From an optimization exercise on the open Yosys and OpenROAD flow, aimed at small area; shortcuts taken in it are not production practice. Power and IR drop assume default switching activity. The flow treats the clock pin as an ideal source, which a real chip does not have.

Setup of job 101:
// axis_adxl_responder
module axis_adxl_responder #(
  parameter logic [6:0] DEV_ADDR  = 7'h53,
  parameter logic [7:0] DEVID_VAL = 8'hE5
) (
  input  logic        clk,
  input  logic        reset,
  input  logic [31:0] s_axis_tdata,
  input  logic [3:0]  s_axis_tkeep,
  input  logic [7:0]  s_axis_tdest,
  input  logic        s_axis_tvalid,
  input  logic        s_axis_tlast,
  output logic        s_axis_tready,
  output logic [31:0] m_axis_tdata,
  output logic [3:0]  m_axis_tkeep,
  output logic [7:0]  m_axis_tdest,
  output logic        m_axis_tvalid,
  output logic        m_axis_tlast,
  input  logic        m_axis_tready,
  output logic [7:0]  power_ctl
);
Size in the first run: ~2,100 cells after synthesis, ~520 flip-flops.
export LEC_CHECK = 0
export CAP_MARGIN = 20
export CELL_PAD_IN_SITES_DETAIL_PLACEMENT = 1
export CELL_PAD_IN_SITES_GLOBAL_PLACEMENT = 1
export CORE_MARGIN = 2
export CORE_UTILIZATION = 55
export GPL_ROUTABILITY_DRIVEN = 1
export PLACE_DENSITY = 0.65
export SLEW_MARGIN = 20
export SYNTH_HIERARCHICAL = 1
create_clock -name core_clock -period 12.0 [get_ports {clk}]
standard.sh (not shown) runs the stock make flow with config.mk's settings and CLKGATE_MAP_FILE= SYNTH_SCRIPT=/design/flow/synth_recipe.tcl, a recipe that flattens the netlist after the stock synthesis.
==> flow/flow/run.sh <==
#!/bin/bash
# Own layout flow: the standard layout, except that
#  * synthesis is the standard synthesis script with ABC's area-oriented
#    mapping script (flow/area.abc) in place of the speed script; all the
#    Yosys passes before ABC (and so the registers) are unchanged;
#  * port buffers are the smallest buffer (buf_1);
#  * CTS uses larger sink clusters and no dummy loads.
# Each tool's output goes to a log file in the work folder.
set -euo pipefail
W=$(pwd)

# Synthesis script: synth_recipe.tcl, sourcing a copy of ORFS's synth.tcl
# whose ABC call uses flow/area.abc.
sed "s#source \$::env(SCRIPTS_DIR)/synth_preamble.tcl#source \$::env(SCRIPTS_DIR)/synth_preamble.tcl\nset abc_args [lreplace \$abc_args 1 1 $W/flow/area.abc]#" \
  "$FLOW_HOME/scripts/synth.tcl" > "$W/own_synth.tcl"
grep -q "flow/area.abc" "$W/own_synth.tcl"
sed "s#\$::env(SCRIPTS_DIR)/synth.tcl#$W/own_synth.tcl#" "$W/synth_recipe.tcl" > "$W/own_synth_recipe.tcl"
grep -q "own_synth.tcl" "$W/own_synth_recipe.tcl"

make -C "$FLOW_HOME" DESIGN_CONFIG="$W/config.mk" WORK_HOME="$W/orfs" CLKGATE_MAP_FILE= \
  SYNTH_SCRIPT="$W/own_synth_recipe.tcl" synth > "$W/synth.log" 2>&1

CTS="-sink_clustering_enable -repair_clock_nets -sink_clustering_size 32 -sink_clustering_max_diameter 100 -buf_list sky130_fd_sc_hd__clkbuf_16 -dont_use_dummy_load"
bash "$W/standard.sh" "BUFFER_PORTS_ARGS=-buffer_cell sky130_fd_sc_hd__buf_1" "CTS_ARGS=$CTS" finish > "$W/layout.log" 2>&1
==> flow/flow/area.abc <==
&get -n
&st
&dch -f
&nf -a -R 1000
&st
&syn2
&dch -f
&nf -a -R 1000
&put
topo
Modified inputs, job 102 compared to job 101
-- flow/flow/run.sh --
<<< job 101, line 22

CTS="-sink_clustering_enable -repair_clock_nets -sink_clustering_size 32 -sink_clustering_max_diameter 100 -buf_list sky130_fd_sc_hd__clkbuf_16 -dont_use_dummy_load"
bash "$W/standard.sh" "BUFFER_PORTS_ARGS=-buffer_cell sky130_fd_sc_hd__buf_1" "CTS_ARGS=$CTS" finish > "$W/layout.log" 2>&1
>>> job 102, line 22

CTS="-sink_clustering_enable -repair_clock_nets -sink_clustering_size 16 -sink_clustering_max_diameter 60 -buf_list sky130_fd_sc_hd__clkbuf_8 -dont_use_dummy_load"
bash "$W/standard.sh" "BUFFER_PORTS_ARGS=-buffer_cell sky130_fd_sc_hd__buf_1" "CTS_ARGS=$CTS" finish > "$W/layout.log" 2>&1
Notes after the runs:
- The via density per instance in job 102 was lower than what job 101 gave.
- CTS clock-pin slew for the worst setup and hold paths essentially unchanged between job 101 and job 102.
- Worst hold slack: job 101 vs job 102, no meaningful difference
- Routed wire length: job 102 vs job 101 — no meaningful difference
- Going from job 101 to job 102, the power was found to have gone up by 0.029 mW.
- Final critical delay including setup and external delays in job 102 is 0.096 ns lower than in job 101
- Compare job 101 and job 102 | number of clock buffers in the layout lower: job 101
### job 102 -> job 103
-- flow/flow/run.sh --
<<< job 102, line 22

CTS="-sink_clustering_enable -repair_clock_nets -sink_clustering_size 16 -sink_clustering_max_diameter 60 -buf_list sky130_fd_sc_hd__clkbuf_8 -dont_use_dummy_load"
bash "$W/standard.sh" "BUFFER_PORTS_ARGS=-buffer_cell sky130_fd_sc_hd__buf_1" "CTS_ARGS=$CTS" finish > "$W/layout.log" 2>&1
>>> job 103, line 22

CTS="-sink_clustering_enable -repair_clock_nets -sink_clustering_size 24 -sink_clustering_max_diameter 80 -buf_list sky130_fd_sc_hd__clkbuf_16 -dont_use_dummy_load"
bash "$W/standard.sh" "BUFFER_PORTS_ARGS=-buffer_cell sky130_fd_sc_hd__buf_1" "CTS_ARGS=$CTS" finish > "$W/layout.log" 2>&1
## What came out
Comparing job 102 with job 103, the routed via count came out essentially unchanged. Of job 103 and job 102, the lower total power belongs to job 102. Taking job 102 as the reference point, the synthesis-to-layout area growth of job 103 rises by 0.74 points. Changes observed in job 103 relative to job 102: finished layout cell area shows an increase of 0.68%, share of cells above drive strength 1 lower.
No run of this note included a check of the RTL's function; only the layout flow was run.

---

Another version of the RTL of axis_adxl_responder (not shown whole).
For scale: about 520 flip-flops, roughly 100 I/O pins.
export LEC_CHECK = 0
export CAP_MARGIN = 20
export CELL_PAD_IN_SITES_DETAIL_PLACEMENT = 1
export CELL_PAD_IN_SITES_GLOBAL_PLACEMENT = 1
export CORE_MARGIN = 2
export CORE_UTILIZATION = 55
export CTS_BUF_LIST = sky130_fd_sc_hd__clkbuf_8
export GPL_ROUTABILITY_DRIVEN = 1
export PLACE_DENSITY = 0.65
export SLEW_MARGIN = 20
create_clock -name core_clock -period 12.0 [get_ports {clk}]
run.sh (not shown) runs the stock make flow with config.mk's settings and CLKGATE_MAP_FILE= SYNTH_SCRIPT=/design/flow/synth_recipe.tcl, a recipe that flattens the netlist after the stock synthesis.
Stock flow here: none of the scripts above is used.
The baseline produced a clean layout.
Then changed:
Settings changed: CTS_BUF_LIST sky130_fd_sc_hd__clkbuf_8 to sky130_fd_sc_hd__clkbuf_4.
After rerunning:
- The new run produced a clean layout
- die area does not change
- sequential power hardly moves
- clock-buffer cell count increases by 111
- via count increases by 2.0%
No run of this note included a check of the RTL's function; only the layout flow was run.

-- port drivers added, routing unchanged --
The results above use ideal ports. As a check the final layouts listed here were re-extracted and re-timed, cells and wires unchanged.
Step 1, drivers: a clkbuf_16 drives clk and a buf_2 each remaining input, both assumed.
Step 2 also shifts input and output timing later by t, the mid clock arrival at the registers, as if the neighbouring blocks saw the same clock.
Three values: ideal ports, drivers, drivers and shift; two values: the first two.
| run | t (ns) | slack for setup (ns) | worst setup path at the end |
|---|---|---|---|
| job 101 | 0.620 | 3.685 / 3.707 / 3.087 | input to register |
| job 102 | 0.699 | 3.781 / 3.791 / 3.092 | input to register |
| job 103 | 0.655 | 3.820 / 3.843 / 3.188 | input to register |
| the first run of note 2 | 0.731 | 4.040 / 3.983 / 4.294 | input to register |
| the second run of note 2 | 1.013 | 3.793 / 3.736 / 4.272 | input to register |
After both steps every run listed still meets setup and hold. For job 102, which loses most, drivers alone change the setup slack by +0.010 ns; drivers and shift together by -0.689 ns.
